Background: an optimization exercise with open tools, aiming at small area. Do not read the settings as production practice.
The RTL was checked by simulation tests, not by an equivalence proof against the original design.
Power and IR drop assume default switching activity.

==> design.v <==
module gshare_btb_predictor #(
   parameter int HIST_LEN     = 5,
   parameter int BTB_IDX_BITS = 5
) (
   input  logic                clk,
   input  logic                reset,
   input  logic [31:0]         fetch_pc,
   input  logic                fetch_advance,
   output logic                pred_taken,
   output logic [31:0]         pred_next_pc,
   output logic [HIST_LEN-1:0] pred_hist,
   input  logic                upd_valid,
   input  logic [31:0]         upd_pc,
   input  logic                upd_is_branch,
   input  logic                upd_is_jump,
   input  logic                upd_taken,
   input  logic [31:0]         upd_target,
   input  logic [HIST_LEN-1:0] upd_hist,
   input  logic                upd_mispredict,
   output logic [31:0]         mispredict_cnt
);
   localparam int PHT_N = 1 << HIST_LEN;
   localparam int BTB_N = 1 << BTB_IDX_BITS;
   localparam int TAG_W = 30 - BTB_IDX_BITS;
   logic             btb_valid  [BTB_N];
   logic [TAG_W-1:0] btb_tag    [BTB_N];
   logic [31:0]      btb_target [BTB_N];
   logic             btb_jump   [BTB_N];
   logic [1:0]       pht        [PHT_N];
   logic [HIST_LEN-1:0] ghr, ghr_next;
   logic [BTB_IDX_BITS-1:0] f_bidx;
   logic [HIST_LEN-1:0]     f_pidx;
   logic                    f_hit;
   assign f_bidx = fetch_pc[BTB_IDX_BITS+1:2];
   assign f_pidx = fetch_pc[HIST_LEN+1:2] ^ ghr;
   assign f_hit  = btb_valid[f_bidx] && (btb_tag[f_bidx] == fetch_pc[31:BTB_IDX_BITS+2]);
   always_comb begin
      pred_taken = 1'b0;
      if (f_hit)
         pred_taken = btb_jump[f_bidx] ? 1'b1 : pht[f_pidx][1];
   end
   assign pred_next_pc = pred_taken ? btb_target[f_bidx] : fetch_pc + 32'd4;
   assign pred_hist    = ghr;
   logic [BTB_IDX_BITS-1:0] u_bidx;
   logic [HIST_LEN-1:0]     u_pidx;
   logic                    u_btb_wr, u_pht_wr;
   assign u_bidx   = upd_pc[BTB_IDX_BITS+1:2];
   assign u_pidx   = upd_pc[HIST_LEN+1:2] ^ upd_hist;
   assign u_btb_wr = upd_valid && (upd_is_jump || (upd_is_branch && upd_taken));
   assign u_pht_wr = upd_valid && upd_is_branch;
   always_ff @(posedge clk) begin
      if (reset) begin
         for (int i = 0; i < BTB_N; i++) btb_valid[i] <= 1'b0;
      end else if (u_btb_wr) begin
         btb_valid[u_bidx]  <= 1'b1;
         btb_tag[u_bidx]    <= upd_pc[31:BTB_IDX_BITS+2];
         btb_target[u_bidx] <= upd_target;
         btb_jump[u_bidx]   <= upd_is_jump;
      end
   end
   always_ff @(posedge clk) begin
      if (reset) begin
         for (int i = 0; i < PHT_N; i++) pht[i] <= 2'b01;
      end else if (u_pht_wr) begin
         if (upd_taken && pht[u_pidx] != 2'b11)
            pht[u_pidx] <= pht[u_pidx] + 2'b01;
         else if (!upd_taken && pht[u_pidx] != 2'b00)
            pht[u_pidx] <= pht[u_pidx] - 2'b01;
      end
   end
   always_comb begin
      ghr_next = ghr;
      if (upd_valid && upd_mispredict && upd_is_branch)
         ghr_next = {upd_hist[HIST_LEN-2:0], upd_taken};
      else if (upd_valid && upd_mispredict && upd_is_jump)
         ghr_next = upd_hist;
      else if (fetch_advance && f_hit && !btb_jump[f_bidx])
         ghr_next = {ghr[HIST_LEN-2:0], pred_taken};
   end
   logic unused_ok;
   assign unused_ok = &{1'b0, fetch_pc[1:0], upd_pc[1:0]};
   always_ff @(posedge clk) begin
      if (reset) ghr <= '0;
      else       ghr <= ghr_next;
   end
   always_ff @(posedge clk) begin
      if (reset)
         mispredict_cnt <= '0;
      else if (upd_valid && upd_mispredict && mispredict_cnt != 32'hFFFF_FFFF)
         mispredict_cnt <= mispredict_cnt + 32'd1;
   end
endmodule
==> run.sh <==
#!/bin/bash
# synth_recipe.tcl (not shown) runs the flow's synth.tcl, then flattens the netlist and writes it again
# the make line also repeats each setting of config.mk as NAME=value (left out here)
make -C /OpenROAD-flow-scripts/flow DESIGN_CONFIG=/design/flow/config.mk WORK_HOME=/design/flow/orfs CLKGATE_MAP_FILE= SYNTH_SCRIPT=/design/flow/synth_recipe.tcl finish
==> config.mk <==
export PLATFORM = sky130hd
export DESIGN_NAME = gshare_btb_predictor
export DESIGN_NICKNAME = gshare_btb_predictor
export VERILOG_FILES = /design/flow/design.v
export SDC_FILE = /design/flow/constraint.sdc
export NUM_CORES = 4
export LEC_CHECK = 0
export CAP_MARGIN = 20
export CORE_MARGIN = 2
export CORE_UTILIZATION = 40
export SETUP_SLACK_MARGIN = 0.3
export SLEW_MARGIN = 20
==> constraint.sdc <==
create_clock -name core_clock -period 8.0 [get_ports {clk}]
set_input_delay 1.6000 -clock core_clock [delete_from_list [all_inputs] [get_ports {clk}]]
set_output_delay 1.6000 -clock core_clock [all_outputs]
set_load 0.01 [all_outputs]
==> reports/metrics.yaml <==
outcome: "timing/DRC/antenna clean"
synth_edf_count: 1920
portBuffers: 176
endpoint_kind: "output port"
die_y_um: 446.4
drt_iter0_drc: 4483
cp.arrival_ns: 6.02
required_ns: 6.40
cts_buffers: 199
wl_per_cell_um: 31.04
clock_latency_ns: 0.84
power_w: 0.02158
synth_area_per_cell_um2: 21.29
rows: 162
dp.cells: 6460
synth_cells: 3677
grt_overflow_total: 0
timing.hold.ws_ns: 0.4599
startpoint: "fetch_pc[2]"
dp_hpwl_um: 117000
core_area_um2: 194800
cap_violations: 0
cts.sinks: 1989
finalInstanceArea_um2: 90640
synthFlopType: "edfxtp_1"
synthDistinctLibCells: 80
leakage_nw: 28.24
drcViolationCount: 0
cts.clk_slew.worst_paths_ns: 0.06
initial_core_util: 0.4019
setup_violations: 0
grt_use_total: 0.2119
fin_cells: 6831
synth_seq_cells: 1989
num_io_pins: 179
syn_to_final_growth_pct: 15.76
tns_ns: 0
first_global_vias: 39610
slew_violations: 0
grt_max_degree: 123
htreeDepth: 4
worst_pin_slew_ns: 1.162
antenna_violating_nets_post_route: 0
slew_headroom: 0.2243
period_share: 0.9527
timing.rr.start: "btb_tag[3][22]"
gp_congestion: 0.8147
cellPowerDensity_nw_per_um2: 238.0
rsz0062_at_grt: "false"
hold_viol: 0
grt_pass1_wl_um: 298500
finalCriticalPeriod_ns: 7.622
routed_via_density: 5.760
fin_skew_ns: 0.04631
post_dp_cell_area_um2: 84300
detailedRoute.firstPassIterationCount: 6
nets: 4152
start_kind: "input pin"
cts_tree: "built"
ff2ff_setup_slack_ns: 3.85
ys.warnings.count: 1
drive_above_1_share: 0.2508
antenna_found_initial: 15
critical_path_class: "in2out"
yosysSeqAreaShare: 0.7540
vdd_drop_max_uv: 240.9
root_buffer: "clkbuf_16"
regToRegEndpoint: "ghr[0]"
min_path_type: "reg2reg"
floorplan.die_area_um2: 199300
ctsHoldBuffers: 0
clock.fmax_mhz: 131.2
fp.dieW_um: 446.4
syn-num-nets: 3788
wl_um: 212000
worst-path-max-fanout: 33
clk_path_buf_depth: 3
synth-async-reset-ratio: 0
synth_area_um2: 78300
setup.worst_path.end: "pred_next_pc[13]"
rr_worst_depth: 14
vias: 39340
[report_power, final]
part / internal (W) / leakage (nW) / switching [W]
clock network: 0.00494 / 2.97 / 0.00393
logic: 0.000502 / 7.47 / 0.000716
registers: 0.0115 / 17.8 / 0.0000154
total: 0.0169 / 28.2 / 0.00466
[cell families after synthesis]
kind of cell,share of synthesized area
AND/OR/NAND/NOR,0.02485
buffers and inverters,0.01638
multiplexers,0.1683
flip-flops,0.7540
AO/OA/AOI/OAI,0.02634
XOR/XNOR,0.009748
adder cells (fa/ha/maj),0.0003196
[flip-flops by register name, indices dropped and copies added (netlist names)]
| name | flops |
|---|---|
| btb_target | 1024 |
| mispredict_cnt | 32 |
| btb_valid | 32 |
| ghr | 5 |
| btb_jump | 32 |
| btb_tag | 800 |
| pht | 64 |
[final cells by class]
cell class                      count  area [um^2]
Inverter                           40        157.7
Sequential cell                  1989        59040
Multi-Input combinational cell   1452        18340
Clock buffer                      255         5304
Clock inverter                    108        854.6
Antenna cell                        4        10.01
Tap cell                         2624         3283
Timing Repair Buffer              359         3654
Fill cell                       16100       104200
[layer usage]
metal	GRT usage	routed length, um
met1	0.2869	86650
met3	0.03292	13240
met5	0	64
met2	0.3529	105500
met4	0.06688	6585
[worst min path at each step]
stage | slack [ns] | endpoint | start | cells past startpoint
floorplan | 0.44 | btb_valid[1] | btb_valid[1] | 2
global placement | 0.44 | btb_valid[13] | btb_valid[13] | 2
detailed placement | 0.45 | btb_valid[13] | btb_valid[13] | 2
CTS | 0.46 | btb_valid[13] | btb_valid[13] | 2
global route | 0.48 | btb_valid[20] | btb_valid[20] | 2
finish | 0.46 | btb_valid[13] | btb_valid[13] | 2
[synth_stat cells, types with 4 or more instances]
library cell,n,share of area
mux4_2,507,0.15
buf_4,14,0.0013
buf_2,47,0.0030
a21oi_1,55,0.0035
dfxtp_1,69,0.018
nor2_1,158,0.0076
nor2b_1,15,0.0012
mux2_2,9,0.0013
nand3_1,32,0.0020
and2_1,6,0.00048
and3_1,18,0.0014
clkbuf_1,84,0.0040
xor2_1,46,0.0051
a22o_1,24,0.0027
o221ai_1,26,0.0029
buf_1,17,0.00081
mux4_1,4,0.0013
a211o_1,5,0.00056
xnor2_1,38,0.0043
nor3_1,19,0.0012
a211oi_1,10,0.00096
o21bai_1,32,0.0031
nor4_1,6,0.00048
a2111oi_0,5,0.00056
inv_1,38,0.0018
nand4_1,19,0.0015
or2_2,10,0.00080
edfxtp_1,1920,0.74
a31oi_1,5,0.00040
buf_6,21,0.0030
o21ai_0,13,0.00083
o22a_1,5,0.00056
buf_12,4,0.0010
o22ai_1,53,0.0042
nand2_1,96,0.0046
and4_1,5,0.00056
mux2i_1,154,0.020
a22oi_1,19,0.0018
[through the flow]
stage               worst slack (ns)  utilization
finish                        0.3784       0.4653
global route                  0.3042       0.4653
CTS                           0.3016       0.4650
detailed placement           -0.1291       0.4328
global placement             -0.1416       0.4327
floorplan                      1.728            -
[layout by cell type (no fill, tap or decap), types with 48 or more instances in the layout]
cell type | netlist | layout
o22ai_1 | 53 | 53
nor2_1 | 158 | 125
a21oi_1 | 55 | 53
mux4_2 | 507 | 507
nand2_1 | 96 | 96
clkbuf_1 | 84 | 48
clkdlybuf4s50_1 | 0 | 157
clkinv_1 | 0 | 57
mux2i_1 | 154 | 153
dfxtp_1 | 69 | 69
clkbuf_16 | 0 | 202
buf_4 | 14 | 137
edfxtp_1 | 1920 | 1920
[worst max-delay path, stage by stage]
cell	delay, ns
buf_16	0.20
buf_16	0.22
mux4_2	0.52
a22o_1	0.28
a2111oi_4	0.31
nor3_1	0.11
nor4b_2	0.40
buf_4	0.21
nand4_1	0.15
nor4_1	0.31
nor4b_4	0.33
buf_4	0.21
buf_12	0.19
mux2i_2	0.31
clkdlybuf4s50_1	0.59
[timing repair]
item | CTS | global route
pin swaps | 1 | 1
gates resized for setup | 16 | 14
setup endpoints to repair | 32 | 23
setup buffers | 1 | 0
cloned | 2 | 0

==> afterwards: timing with drivers on the ports <==
In the flow no input, the clock included, has a driving cell. The finished layout below was timed again as built, in two steps.
Step 1, drivers: a clkbuf_16 drives clk and a buf_2 each remaining input, both assumed.
Step 2 adds t to the input delays and takes it off the output delays; t is the mean of the earliest and latest rising clock arrival at the registers after step 1. Input paths then give back, and output paths get back, about the clock's delay inside the block.
a / b / c = no drivers / after step 1 / after step 2; a / b = the first two.
t, ns: 0.903
setup WS [ns]: 0.378 / 0.277 / 0.277
hold slack, ns: 0.460 / 0.460 / 0.460
worst setup path after step 2: input to output
worst data-port slew with drivers (ns): 0.24
After both steps this run still meets setup and hold. The setup slack of this run moves by -0.101 ns with the drivers and by -0.101 ns with both steps.
